Source: an optimization exercise on an open RTL-to-GDS flow (aim: small area, a short achievable clock period and few clock cycles per item). Production flows keep margins and buffers that such runs may drop. At most, simulation tests tie the RTL to the original design; equivalence was not proved. For run 1, only the layout was checked, not whether the RTL still works.

## flow/design.v (module list and top-level ports; edited modules follow where they fit)
// module float_mul_pipe: 1374 lines
// module fmul_pfx_gp: 7 lines
// module fmul_pfx_g: 6 lines
// module fmul_and2: 6 lines
module float_mul_pipe #(
  parameter int E_BIT = 8,
  parameter int F_BIT = 23,
  parameter int TAG_W = 4
) (
  input  logic                 clk,
  input  logic                 rst,
  input  logic                 in_valid,
  output logic                 in_ready,
  input  logic [E_BIT+F_BIT:0] in_a,
  input  logic [E_BIT+F_BIT:0] in_b,
  input  logic [TAG_W-1:0]     in_tag,
  output logic                 out_valid,
  input  logic                 out_ready,
  output logic [E_BIT+F_BIT:0] out_p,
  output logic [TAG_W-1:0]     out_tag,
  output logic [3:0]           out_flags
);
  // ...
==> flow/run.sh <==
#!/bin/bash
# synth_recipe.tcl (not shown) runs the flow's synth.tcl, then flattens the netlist and writes it again
# the make line also repeats each setting of config.mk as NAME=value (left out here)
make -C /OpenROAD-flow-scripts/flow DESIGN_CONFIG=/design/flow/config.mk WORK_HOME=/design/flow/orfs CLKGATE_MAP_FILE= SYNTH_SCRIPT=/design/flow/synth_recipe.tcl finish
==> flow/config.mk <==
export PLATFORM = sky130hd
export DESIGN_NAME = float_mul_pipe
export DESIGN_NICKNAME = float_mul_pipe
export VERILOG_FILES = /design/flow/design.v
export SDC_FILE = /design/flow/constraint.sdc
export NUM_CORES = 4
export LEC_CHECK = 0
export CAP_MARGIN = 20
export CORE_MARGIN = 2
export CORE_UTILIZATION = 60
export SLEW_MARGIN = 20
export SYNTH_HIERARCHICAL = 1
export SYNTH_MINIMUM_KEEP_SIZE = 0
==> flow/constraint.sdc <==
create_clock -name core_clock -period 8.0 [get_ports {clk}]
set_input_delay 1.6000 -clock core_clock [delete_from_list [all_inputs] [get_ports {clk}]]
set_output_delay 1.6000 -clock core_clock [all_outputs]
set_load 0.01 [all_outputs]
==> flow_summary.toml, run 1 <==
[run_status]
status = "complete, no violations"

[logic_synthesis]
synth_fa_ha_area_frac = 0.254
synth_cell_type_count = 66
yosys.area.top_type = "edfxtp_1"
synth_area_um2 = 26500
synth-async-reset-ratio = 0.0181
synth-compound-area-share = 0.160

[clock_tree]
post-cts-setup-buffers = 0
cts.reportedPaths.clkPinSlew_ns = 0.06
cts_tree = "done"

[sta]
tightest_slew_ns = 1.23
hold_viol_final = 0
setup_ws_ns = 1.36
slew_headroom = 0.183
rsz0062_at_grt = "false"

[final_layout]
buffers_excl_clock = 174
reg_top3 = "r1_s (48), r1_c (47)"
design.seq.count = 277
nMultiInputCombCells = 1775
nets = 2952
top_register = "r1_s"
seq_area_frac = 0.285

[drt]
route.met3.wl_um = 8370
wl_per_cell_um = 22.5
vias = 19400

[grt]
grt_pass1_wl_um = 110000
grt.overflow.total = 0
grt_use_total = 0.306

[worst_setup_path]
r2r_start = "r1_c[15]"
crit_buf_inv = 1
rr_endpoint = "r_p[13]"
cp_slowest_stage_delay_ns = 0.59
cp-start-kind = "flip-flop"
critPathLaunch = "r1_c[15]"

[die]
rows = 76

[placed_design]
io_buffers = 113

[worst_hold_path]
holdPathEnd = "r1_ex[1]"
==> run 2, diff against run 1 <==
--- a/flow/design.v
+++ b/flow/design.v
@@ -1127,150 +1127,148 @@
   assign w_cy[44] = sk5_g43;
   assign w_cy[45] = sk5_g44;
   assign w_cy[46] = sk5_g45;
   assign w_cy[47] = sk5_g46;
   assign w_prod[47:22] = w_pr[47:22] ^ w_cy;
   assign w_prod[21:0] = 22'd0;   
   logic        w_msb;
   logic        w_g1, w_g0, w_st1, w_st0, w_up1, w_up0, w_inexact;
-  logic [22:0] w_q, w_pa;       
-  logic [22:0] w_z1, w_z0, w_i1, w_i0, w_frac;
-  logic        w_all1, w_all0, w_carry;
+  logic [46:24] w_t;
+  logic [21:0]  w_tq, w_qa;     
+  logic [22:0]  w_o1, w_o0;     
+  logic [22:0]  w_z1, w_z0, w_i1, w_i0, w_frac;
+  logic         w_all1, w_all0, w_carry;
   assign w_msb = w_prod[47];
   assign w_g1  = w_prod[23];
   assign w_st1 = r1_st1;
   assign w_g0  = w_prod[22];
   assign w_st0 = r1_st0;
-  assign w_q   = w_prod[46:24];
+  assign w_t  = w_pr[46:24] ^ w_g[45:23];
+  assign w_tq = w_t[46:25];
   wire ap0_1;
-  fmul_and2 u_ap0_1 (.a(w_q[1]), .b(w_q[0]), .y(ap0_1));
+  fmul_and2 u_ap0_1 (.a(w_tq[1]), .b(w_tq[0]), .y(ap0_1));
   wire ap0_3;
-  fmul_and2 u_ap0_3 (.a(w_q[3]), .b(w_q[2]), .y(ap0_3));
+  fmul_and2 u_ap0_3 (.a(w_tq[3]), .b(w_tq[2]), .y(ap0_3));
   wire ap0_5;
-  fmul_and2 u_ap0_5 (.a(w_q[5]), .b(w_q[4]), .y(ap0_5));
+  fmul_and2 u_ap0_5 (.a(w_tq[5]), .b(w_tq[4]), .y(ap0_5));
   wire ap0_7;
-  fmul_and2 u_ap0_7 (.a(w_q[7]), .b(w_q[6]), .y(ap0_7));
+  fmul_and2 u_ap0_7 (.a(w_tq[7]), .b(w_tq[6]), .y(ap0_7));
   wire ap0_9;
-  fmul_and2 u_ap0_9 (.a(w_q[9]), .b(w_q[8]), .y(ap0_9));
+  fmul_and2 u_ap0_9 (.a(w_tq[9]), .b(w_tq[8]), .y(ap0_9));
   wire ap0_11;
-  fmul_and2 u_ap0_11 (.a(w_q[11]), .b(w_q[10]), .y(ap0_11));
+  fmul_and2 u_ap0_11 (.a(w_tq[11]), .b(w_tq[10]), .y(ap0_11));
   wire ap0_13;
-  fmul_and2 u_ap0_13 (.a(w_q[13]), .b(w_q[12]), .y(ap0_13));
+  fmul_and2 u_ap0_13 (.a(w_tq[13]), .b(w_tq[12]), .y(ap0_13));
   wire ap0_15;
-  fmul_and2 u_ap0_15 (.a(w_q[15]), .b(w_q[14]), .y(ap0_15));
+  fmul_and2 u_ap0_15 (.a(w_tq[15]), .b(w_tq[14]), .y(ap0_15));
   wire ap0_17;
-  fmul_and2 u_ap0_17 (.a(w_q[17]), .b(w_q[16]), .y(ap0_17));
+  fmul_and2 u_ap0_17 (.a(w_tq[17]), .b(w_tq[16]), .y(ap0_17));
   wire ap0_19;
-  fmul_and2 u_ap0_19 (.a(w_q[19]), .b(w_q[18]), .y(ap0_19));
+  fmul_and2 u_ap0_19 (.a(w_tq[19]), .b(w_tq[18]), .y(ap0_19));
   wire ap0_21;
-  fmul_and2 u_ap0_21 (.a(w_q[21]), .b(w_q[20]), .y(ap0_21));
+  fmul_and2 u_ap0_21 (.a(w_tq[21]), .b(w_tq[20]), .y(ap0_21));
   wire ap1_2;
-  fmul_and2 u_ap1_2 (.a(w_q[2]), .b(ap0_1), .y(ap1_2));
+  fmul_and2 u_ap1_2 (.a(w_tq[2]), .b(ap0_1), .y(ap1_2));
   wire ap1_3;
   fmul_and2 u_ap1_3 (.a(ap0_3), .b(ap0_1), .y(ap1_3));
   wire ap1_6;
-  fmul_and2 u_ap1_6 (.a(w_q[6]), .b(ap0_5), .y(ap1_6));
+  fmul_and2 u_ap1_6 (.a(w_tq[6]), .b(ap0_5), .y(ap1_6));
   wire ap1_7;
   fmul_and2 u_ap1_7 (.a(ap0_7), .b(ap0_5), .y(ap1_7));
   wire ap1_10;
-  fmul_and2 u_ap1_10 (.a(w_q[10]), .b(ap0_9), .y(ap1_10));
+  fmul_and2 u_ap1_10 (.a(w_tq[10]), .b(ap0_9), .y(ap1_10));
   wire ap1_11;
   fmul_and2 u_ap1_11 (.a(ap0_11), .b(ap0_9), .y(ap1_11));
   wire ap1_14;
-  fmul_and2 u_ap1_14 (.a(w_q[14]), .b(ap0_13), .y(ap1_14));
+  fmul_and2 u_ap1_14 (.a(w_tq[14]), .b(ap0_13), .y(ap1_14));
   wire ap1_15;
   fmul_and2 u_ap1_15 (.a(ap0_15), .b(ap0_13), .y(ap1_15));
   wire ap1_18;
-  fmul_and2 u_ap1_18 (.a(w_q[18]), .b(ap0_17), .y(ap1_18));
+  fmul_and2 u_ap1_18 (.a(w_tq[18]), .b(ap0_17), .y(ap1_18));
   wire ap1_19;
   fmul_and2 u_ap1_19 (.a(ap0_19), .b(ap0_17), .y(ap1_19));
-  wire ap1_22;
-  fmul_and2 u_ap1_22 (.a(w_q[22]), .b(ap0_21), .y(ap1_22));
   wire ap2_4;
-  fmul_and2 u_ap2_4 (.a(w_q[4]), .b(ap1_3), .y(ap2_4));
+  fmul_and2 u_ap2_4 (.a(w_tq[4]), .b(ap1_3), .y(ap2_4));
   wire ap2_5;
   fmul_and2 u_ap2_5 (.a(ap0_5), .b(ap1_3), .y(ap2_5));
   wire ap2_6;
   fmul_and2 u_ap2_6 (.a(ap1_6), .b(ap1_3), .y(ap2_6));
   wire ap2_7;
   fmul_and2 u_ap2_7 (.a(ap1_7), .b(ap1_3), .y(ap2_7));
   wire ap2_12;
-  fmul_and2 u_ap2_12 (.a(w_q[12]), .b(ap1_11), .y(ap2_12));
+  fmul_and2 u_ap2_12 (.a(w_tq[12]), .b(ap1_11), .y(ap2_12));
   wire ap2_13;
   fmul_and2 u_ap2_13 (.a(ap0_13), .b(ap1_11), .y(ap2_13));
   wire ap2_14;
   fmul_and2 u_ap2_14 (.a(ap1_14), .b(ap1_11), .y(ap2_14));
   wire ap2_15;
   fmul_and2 u_ap2_15 (.a(ap1_15), .b(ap1_11), .y(ap2_15));
   wire ap2_20;
-  fmul_and2 u_ap2_20 (.a(w_q[20]), .b(ap1_19), .y(ap2_20));
+  fmul_and2 u_ap2_20 (.a(w_tq[20]), .b(ap1_19), .y(ap2_20));
   wire ap2_21;
   fmul_and2 u_ap2_21 (.a(ap0_21), .b(ap1_19), .y(ap2_21));
-  wire ap2_22;
-  fmul_and2 u_ap2_22 (.a(ap1_22), .b(ap1_19), .y(ap2_22));
   wire ap3_8;
-  fmul_and2 u_ap3_8 (.a(w_q[8]), .b(ap2_7), .y(ap3_8));
+  fmul_and2 u_ap3_8 (.a(w_tq[8]), .b(ap2_7), .y(ap3_8));
   wire ap3_9;
   fmul_and2 u_ap3_9 (.a(ap0_9), .b(ap2_7), .y(ap3_9));
   wire ap3_10;
   fmul_and2 u_ap3_10 (.a(ap1_10), .b(ap2_7), .y(ap3_10));
   wire ap3_11;
   fmul_and2 u_ap3_11 (.a(ap1_11), .b(ap2_7), .y(ap3_11));
   wire ap3_12;
   fmul_and2 u_ap3_12 (.a(ap2_12), .b(ap2_7), .y(ap3_12));
   wire ap3_13;
   fmul_and2 u_ap3_13 (.a(ap2_13), .b(ap2_7), .y(ap3_13));
   wire ap3_14;
   fmul_and2 u_ap3_14 (.a(ap2_14), .b(ap2_7), .y(ap3_14));
   wire ap3_15;
   fmul_and2 u_ap3_15 (.a(ap2_15), .b(ap2_7), .y(ap3_15));
   wire ap4_16;
-  fmul_and2 u_ap4_16 (.a(w_q[16]), .b(ap3_15), .y(ap4_16));
+  fmul_and2 u_ap4_16 (.a(w_tq[16]), .b(ap3_15), .y(ap4_16));
   wire ap4_17;
   fmul_and2 u_ap4_17 (.a(ap0_17), .b(ap3_15), .y(ap4_17));
   wire ap4_18;
   fmul_and2 u_ap4_18 (.a(ap1_18), .b(ap3_15), .y(ap4_18));
   wire ap4_19;
   fmul_and2 u_ap4_19 (.a(ap1_19), .b(ap3_15), .y(ap4_19));
   wire ap4_20;
   fmul_and2 u_ap4_20 (.a(ap2_20), .b(ap3_15), .y(ap4_20));
   wire ap4_21;
   fmul_and2 u_ap4_21 (.a(ap2_21), .b(ap3_15), .y(ap4_21));
-  wire ap4_22;
-  fmul_and2 u_ap4_22 (.a(ap2_22), .b(ap3_15), .y(ap4_22));
-  assign w_pa[0] = w_q[0];
-  assign w_pa[1] = ap0_1;
-  assign w_pa[2] = ap1_2;
-  assign w_pa[3] = ap1_3;
-  assign w_pa[4] = ap2_4;
-  assign w_pa[5] = ap2_5;
-  assign w_pa[6] = ap2_6;
-  assign w_pa[7] = ap2_7;
-  assign w_pa[8] = ap3_8;
-  assign w_pa[9] = ap3_9;
-  assign w_pa[10] = ap3_10;
-  assign w_pa[11] = ap3_11;
-  assign w_pa[12] = ap3_12;
-  assign w_pa[13] = ap3_13;
-  assign w_pa[14] = ap3_14;
-  assign w_pa[15] = ap3_15;
-  assign w_pa[16] = ap4_16;
-  assign w_pa[17] = ap4_17;
-  assign w_pa[18] = ap4_18;
-  assign w_pa[19] = ap4_19;
-  assign w_pa[20] = ap4_20;
-  assign w_pa[21] = ap4_21;
-  assign w_pa[22] = ap4_22;
+  assign w_qa[0] = w_tq[0];
+  assign w_qa[1] = ap0_1;
+  assign w_qa[2] = ap1_2;
+  assign w_qa[3] = ap1_3;
+  assign w_qa[4] = ap2_4;
+  assign w_qa[5] = ap2_5;
+  assign w_qa[6] = ap2_6;
+  assign w_qa[7] = ap2_7;
+  assign w_qa[8] = ap3_8;
+  assign w_qa[9] = ap3_9;
+  assign w_qa[10] = ap3_10;
+  assign w_qa[11] = ap3_11;
+  assign w_qa[12] = ap3_12;
+  assign w_qa[13] = ap3_13;
+  assign w_qa[14] = ap3_14;
+  assign w_qa[15] = ap3_15;
+  assign w_qa[16] = ap4_16;
+  assign w_qa[17] = ap4_17;
+  assign w_qa[18] = ap4_18;
+  assign w_qa[19] = ap4_19;
+  assign w_qa[20] = ap4_20;
+  assign w_qa[21] = ap4_21;
+  assign w_o1 = {w_qa[20:0] & {21{w_prod[24]}}, w_prod[24], 1'b1};
+  assign w_o0 = {w_qa[19:0] & {20{w_prod[23] & w_t[24]}}, w_prod[23] & w_t[24], w_prod[23], 1'b1};
   assign w_z1 = w_prod[46:24];
   assign w_z0 = w_prod[45:23];
-  assign w_i1 = w_z1 ^ {w_pa[21:0], 1'b1};
-  assign w_i0 = w_z0 ^ {w_pa[20:0] & {21{w_prod[23]}}, w_prod[23], 1'b1};
-  assign w_all1 = w_pa[22];
-  assign w_all0 = w_pa[21] & w_prod[23];
+  assign w_i1 = w_z1 ^ w_o1;
+  assign w_i0 = w_z0 ^ w_o0;
+  assign w_all1 = w_prod[24] & w_qa[21];
+  assign w_all0 = w_prod[23] & w_t[24] & w_qa[20];
   assign w_up1 = w_g1 & (w_st1 | w_z1[0]);
   assign w_up0 = w_g0 & (w_st0 | w_z0[0]);
   always_comb begin
     if (w_msb) begin
       w_frac  = w_up1 ? w_i1 : w_z1;
       w_carry = w_up1 & w_all1;
     end else begin
       w_frac  = w_up0 ? w_i0 : w_z0;
==> flow/config.mk (replaced) <==
export PLATFORM = sky130hd
export DESIGN_NAME = float_mul_pipe
export DESIGN_NICKNAME = float_mul_pipe
export VERILOG_FILES = /design/flow/design.v
export SDC_FILE = /design/flow/constraint.sdc
export NUM_CORES = 4
export LEC_CHECK = 0
export CAP_MARGIN = 20
export CORE_MARGIN = 2
export CORE_UTILIZATION = 60
export SETUP_SLACK_MARGIN = 4.2
export SLEW_MARGIN = 20
export SYNTH_HIERARCHICAL = 1
export SYNTH_MINIMUM_KEEP_SIZE = 0
==> run 2 against run 1 <==
Compared with the run above: maximum frequency rose by 67%; synthesized area is 0.13% lower; largest cell class unchanged; critical endpoint is now r1_s[22]; synthesized cell count down 1.3%.
==> flow_summary.toml, run 2 <==
[run_status]
status = "complete, no violations"

[worst_setup_path]
cp_slowest_stage_delay_ns = 0.62
path_class = "flip-flop to flip-flop"
cpMaxStageDelayCell = "fa_2"
cp_max_fo = 6
arrival_ns = 4.27
cp-end-kind = "flip-flop"
r2r_start = "r0_fa[15]"
worstPathCellList = "buf_6 > clkbuf_16 > a22oi_2 > xnor2_2 > fa_2 > fa_1 > fa_2 > fa_2 > fa_2 > inv_1"
worstPathRequired_ns = 8.28
rr_worst_depth = 10
cpMostUsedCell = "fa_2"
rr_endpoint = "r1_s[22]"
cp-start-kind = "flip-flop"
reg2reg_slack_ns = 4.02

[sta]
finalClockSkew_ns = 0.0297
holdWs_ns = 0.412
slew_headroom = 0.283
tightest_slew_ns = 1.08
fmax_mhz = 251
rsz0062_at_grt = "true"
hold_viol_final = 0
period_share = 0.498
tns_ns = 0
setup_viol = 0
period_minus_slack_ns = 3.98
slew_violations = 0

[logic_synthesis]
synth_top_cell_area_share = 0.309
yosys.area.top_type = "edfxtp_1"
synth_fa_ha_area_frac = 0.253
synthXorXnorAreaFrac = 0.137
synthMuxAreaShare = 0.00469
synth-simple-area-share = 0.0826
yosysMostFrequentCell = "edfxtp_1"
ys_warn_count = 8
syn-num-nets = 2896
synth_common_cells = "edfxtp_1, xnor2_1, a22oi_1, fa_1, inv_1"
synth_top_family_by_area = "adder cells"
synthFlopType = "edfxtp_1"
ys_seq_area_frac = 0.314
synth_cells = 2446
syn_avg_cell_area_um2 = 10.8
synth-compound-area-share = 0.149
synth-async-reset-ratio = 0.0181
synth_cell_type_count = 62
synth_area_leaders = "edfxtp_1, fa_1, xnor2_1, a22oi_1, ha_1"
synth_area_um2 = 26400
synth_seq_cells = 277
synth-edff-count = 272

[final_layout]
final_cell_mix = "edfxtp_1, xnor2_1, inv_1"
stdcell_count = 3211
final_common_cell = "edfxtp_1"
reg_top3 = "r1_s (48), r1_c (47)"
areaGrowthSynthToFinish_pct = 22.8
largest_reg_flops = 48
nFillCells = 2933
drive_gt1_frac = 0.211
design_area_um2 = 32400
num_antenna_cells = 0
top_register = "r1_s"
nets = 3052

[drt]
ant_nets = 0
drt_drc_violations_left = 0
vias = 20000
first_iter_violations = 2198
first_pass_iters = 6
routed_via_density = 6.22
wl_um = 77500
wl_per_cell_um = 24.1

[worst_hold_path]
holdPathStages = 0
holdPathEnd = "r1_ex[3]"
hp-class = "flip-flop to flip-flop"
worstHoldStart = "r0_ex[3]"

[placed_design]
finalWeightedCongestion = 0.947
dp_hpwl_um = 46900
placed_cells = 3022
io_buffers = 113
dpl-instance-area_um2 = 28100

[die]
boundaryPins = 114
die_h_um = 214
start_util = 0.611
rows = 76
die_area_um2 = 45700
die_x_um = 214
core_um2 = 43300

[clock_tree]
cts-root-buf = "clkbuf_16"
clk_path_buf_depth = 3
cts_made_buffers = 34
cts_tree = "done"
cts.reportedPaths.clkPinSlew_ns = 0.06
insertion_delay_ns = 0.55
clkSinkCount = 277
htreeDepth = 2

[grt]
grt.overflow.total = 0
grt_max_degree = 128
grt_pass1_wl_um = 114000
grt_pass1_vias = 20100
grt_use_total = 0.332
antenna_found_initial = 0

[run]
cap_violations = 0
-- run 2: changes by cell type after synthesis, moves of 8 or more --
cell and change:
xor2_1 +29, and3_1 -13, inv_1 -10, o21ai_0 -41
nand2b_1 +8, o21bai_1 -11, xnor2_1 +16
-- run 2: stage by stage --
step,setup WS (ns),utilization
detailed placement,3.02,0.649
floorplan,4.02,-
global placement,3.07,0.649
finish,4.02,0.750
global route,3.91,0.750
CTS,3.89,0.713
-- run 2: critical path: cells and delay by family, from the launching register on --
family                     cells  cell delay (ns)
adders and majority gates      5             2.51
AOI/OAI and AO/OA              1             0.25
xor gates and xnor gates       1             0.12
buffers and inverters          3             0.40
DFF                            1             0.46
-- run 2: layer usage --
| metal | track usage | routed length, µm | vias up |
|---|---|---|---|
| li1 | - | - | 8747 |
| met1 | 0.449 | 29900 | 9716 |
| met2 | 0.518 | 34400 | 1259 |
| met3 | 0.0980 | 9970 | 266 |
| met4 | 0.108 | 3240 | 0 |
| met5 | 0 | 0 | - |
-- run 2: per-module statistics from Yosys (local to each module, per instance) --
| module | flip-flops and latches | area, µm² | cells |
|---|---|---|---|
| fmul_and2 | 0 | 6.26 | 1 |
| fmul_pfx_gp | 0 | 13.8 | 2 |
| float_mul_pipe | 277 | 25000 | 2233 |
| fmul_pfx_g | 0 | 7.51 | 1 |
-- run 2: worst max-delay path by stage --
stage	slack, ns	from	endpoint	cells past startpoint
finish	4.02	r0_fa[15]	r1_s[22]	10
global route	3.91	r1_s[22]	r_p[7]	16
CTS	3.89	r1_c[3]	r_flags[1]	15
detailed placement	3.02	in_b[21]	r0_st1	17
global placement	3.07	in_b[21]	r0_st1	17
floorplan	4.02	in_b[21]	r0_st1	16
-- run 2: logic make-up (layout without fill, tap and decap cells) --
family                     Yosys count  after routing
AOI/OAI and AO/OA                  542            543
and+or+nand+nor                    418            425
xor gates and xnor gates           412            412
buffers and inverters              407            579
adders and majority gates          378            378
DFF                                277            277
muxes                               11             11
other                                1              1
-- run 2: cell type report --
type,instances,area (µm²),area share
Multi-Input combinational cell,1770,18200,0.560
Sequential cell,277,8300,0.256
Timing Repair Buffer,289,3180,0.0979
Inverter,230,902,0.0278
Clock buffer,35,876,0.0270
Tap cell,585,732,0.0226
Clock inverter,25,273,0.00841
-- run 2: repair_timing --
action	4_1_cts	5_1_grt
setup buffers	85	27
hold buffers	0	0
pin swaps	104	153
resized for setup	206	273
cloned	9	8
setup endpoints to repair	119	89
Testbench counts of run 2, summed over its fixed seeds: cycles 160,024, items 160,000.
==> run 3, diff against run 2 <==
--- a/flow/config.mk
+++ b/flow/config.mk
@@ -10,3 +10,3 @@
 export CORE_UTILIZATION = 60
-export SETUP_SLACK_MARGIN = 4.2
+export SETUP_SLACK_MARGIN = 3.5
 export SLEW_MARGIN = 20
==> run 3 against run 2 <==
Compared with the run above: critical path depth fell by 2; synthesized cell count is the same; sequential share of layout area is 2.8 points higher; global-route usage decreased by 2.0 points; final cell count down 3.6%; design area decreased by 9.9%; largest cell class unchanged.
==> flow_summary.toml, run 3 <==
[placed_design]
dp_hpwl_um = 47800
io_buffers = 113
dp_slack_ns = 3.01
finalWeightedCongestion = 0.922

[final_layout]
multiInputGateArea_um2 = 16600
largest_reg_flops = 48
num_antenna_cells = 0
top_register = "r1_s"
ff_latch_area_um2 = 8300
final_cell_mix = "edfxtp_1, xnor2_1, a22oi_1"
final_common_cell = "edfxtp_1"
reg_top3 = "r1_s (48), r1_c (47)"
drive_gt1_frac = 0.0729
nets = 2938
nFillCells = 3343
areaGrowthSynthToFinish_pct = 10.6

[grt]
antenna_found_initial = 1
grt_max_degree = 124
grt.overflow.total = 0
grt_use_total = 0.312
grt_pass1_wl_um = 108000
grt_pass1_vias = 19600

[clock_tree]
cts_hold_buf = 0
clk_path_buf_depth = 3
cts_tree = "done"
cts-root-buf = "clkbuf_16"
clkSinkCount = 277
insertion_delay_ns = 0.59
cts_made_buffers = 30
cts.reportedPaths.clkPinSlew_ns = 0.06
htreeDepth = 1

[drt]
drt_drc_violations_left = 0
first_pass_iters = 6
wl_per_cell_um = 22.8
ant_nets = 0
routed_via_density = 6.16
wl_um = 70600
vias = 19100
first_iter_violations = 1910

[worst_setup_path]
worstPathRequired_ns = 8.34
cp_max_fo = 24
rr_worst_depth = 8
cpMostUsedCell = "fa_1"
worstPathCellList = "a22oi_1 > xnor2_1 > fa_1 > fa_1 > fa_1 > fa_1 > fa_1 > inv_1"
r2r_start = "r0_one[2]"
path_class = "flip-flop to flip-flop"
cp_slowest_stage_delay_ns = 1.08
cpMaxStageDelayCell = "edfxtp_1"
cpLargestDelayFamily = "adder cells"
arrival_ns = 4.76
rr_endpoint = "r1_s[23]"
cp-end-kind = "flip-flop"
reg2reg_slack_ns = 3.58
crit_buf_inv = 1
cp-start-kind = "flip-flop"

[logic_synthesis]
synth_top_cell_area_share = 0.309
syn_avg_cell_area_um2 = 10.8
synth-edff-count = 272
synthFlopType = "edfxtp_1"
ys_seq_area_frac = 0.314
yosys.area.top_type = "edfxtp_1"
synth_area_um2 = 26400
synth-async-reset-ratio = 0.0181
synth_seq_cells = 277
synth_cell_type_count = 62
syn-num-nets = 2896
synth_area_leaders = "edfxtp_1, fa_1, xnor2_1, a22oi_1, ha_1"
synth_common_cells = "edfxtp_1, xnor2_1, a22oi_1, fa_1, inv_1"
synth_cells = 2446
yosysMostFrequentCell = "edfxtp_1"
ys_warn_count = 8

[sta]
period_share = 0.553
rsz0062_at_grt = "false"
hold_viol_final = 0
slew_violations = 0
tightest_slew_ns = 1.18
period_minus_slack_ns = 4.42
slew_headroom = 0.212
finalClockSkew_ns = 0.0249
fmax_mhz = 226
tns_ns = 0
setup_viol = 0
setup_ws_ns = 3.58

[worst_hold_path]
holdPathEnd = "r1_ex[3]"
holdPathStages = 0
hp-class = "flip-flop to flip-flop"
worstHoldStart = "r0_ex[3]"

[die]
boundaryPins = 114
rows = 76
die_h_um = 214
core_um2 = 43300
start_util = 0.611
die_area_um2 = 45700
die_x_um = 214

[run]
cap_violations = 0

[run_status]
status = "complete, no violations"
run 3: changes by cell type in the layout (fill, tap and decap cells not counted), moves of 25 or more:
| cell | change |
|---|---|
| clkdlybuf4s50_1 | +28 |
| nor2_1 | +25 |
| fa_2 | -51 |
| buf_4 | -26 |
| a22oi_1 | +70 |
| buf_6 | -34 |
| fa_1 | +51 |
| buf_12 | -32 |
| a22oi_2 | -70 |
run 3: final cells by class:
class / count / area share
inverters: 230 / 0.0299
clock inverters: 20 / 0.00634
well taps: 585 / 0.0250
repair buffers: 186 / 0.0592
multi-input cells: 1763 / 0.569
clock buffers: 34 / 0.0262
flip-flops and latches: 277 / 0.284
run 3: worst max path at each step:
stage	start	endpoint	slack, ns	cells past startpoint
detailed placement	in_b[21]	r0_st1	3.01	17
global route	r1_s[3]	r_sp[29]	3.50	15
CTS	r1_s[3]	r_sp[29]	3.51	15
finish	r0_one[2]	r1_s[23]	3.58	8
global placement	in_b[21]	r0_st1	3.11	17
floorplan	r0_neg[6]	r1_s[29]	3.76	10
run 3: per-module statistics from Yosys (local to each module, per instance):
module	times used	cell area, µm²	flip-flops and latches
float_mul_pipe	1	25000	277
fmul_pfx_g	30	7.51	0
fmul_and2	45	6.26	0
fmul_pfx_gp	69	13.8	0
run 3: metrics by stage:
step	hold slack (ns)	cell area [µm²]	cells	utilization
2_1_floorplan	0.400	26400	2446	-
5_1_grt	0.419	29200	3095	0.675
3_3_place_gp	0.400	28000	3023	0.648
4_1_cts	0.409	29000	3080	0.671
3_5_place_dp	0.405	28000	3023	0.648
6_report	0.413	29200	3095	0.675
run 3: kinds of logic after synthesis:
| kind of cell | after synthesis | share of synthesized area |
|---|---|---|
| compound gates | 542 | 0.149 |
| xor+xnor | 412 | 0.137 |
| fa+ha+maj | 378 | 0.253 |
| buf+inv | 407 | 0.0593 |
| flops | 277 | 0.314 |
| mux | 11 | 0.00469 |
| other cells | 1 | 0.000142 |
| simple gates | 418 | 0.0826 |
run 3: layer usage:
layer / track usage / part of all wire / vias up / routed length [µm]
li1: - / - / 8504 / -
met4: 0.107 / 0.040 / 2 / 2800
met1: 0.424 / 0.40 / 9235 / 28400
met5: 0 / 0.00026 / - / 18
met3: 0.0933 / 0.12 / 240 / 8280
met2: 0.480 / 0.44 / 1093 / 31000
run 3: timing repair:
item | in CTS | in global routing
resized for setup | 8 | 13
cloned | 0 | 1
pin swaps | 1 | 1
buffers inserted | 3 | 13
endpoints found under the setup margin | 66 | 78

[static timing again, ports no longer ideal]
Ports are ideal in the flow. The routed layouts listed here were re-timed in OpenROAD.
Step 1 (the two cells are an assumption about what drives the block):
set clk [get_ports {clk}]
set_driving_cell -lib_cell sky130_fd_sc_hd__clkbuf_16 $clk
set_driving_cell -lib_cell sky130_fd_sc_hd__buf_2 [delete_from_list [all_inputs] $clk]
Step 2 moves the port delays by t, midway between the first and last clock arrival at a register: inputs arrive t later, outputs are due t later. That takes back most of the time a late clock gives input paths.
a / b / c = no drivers / after step 1 / after step 2; a / b = the first two.
| run | shift t [ns] | setup WS [ns] | hold slack, ns | worst register clock-pin slew, ns | worst slew at a driven data input, ns |
|---|---|---|---|---|---|
| run 1 | 0.645 | 1.362 / 1.362 / 1.362 | 0.420 / 0.420 / 0.420 | 0.07 / 0.07 | 0.05 |
| run 2 | 0.599 | 4.016 / 4.016 / 3.678 | 0.412 / 0.412 / 0.412 | 0.07 / 0.07 | 0.06 |
| run 3 | 0.641 | 3.576 / 3.576 / 3.145 | 0.413 / 0.413 / 0.413 | 0.06 / 0.06 | 0.05 |
After both steps setup and hold are still met in every run listed. The setup slack of run 3, which loses most, moves by 0.000 ns with the drivers and by -0.431 ns with both steps.
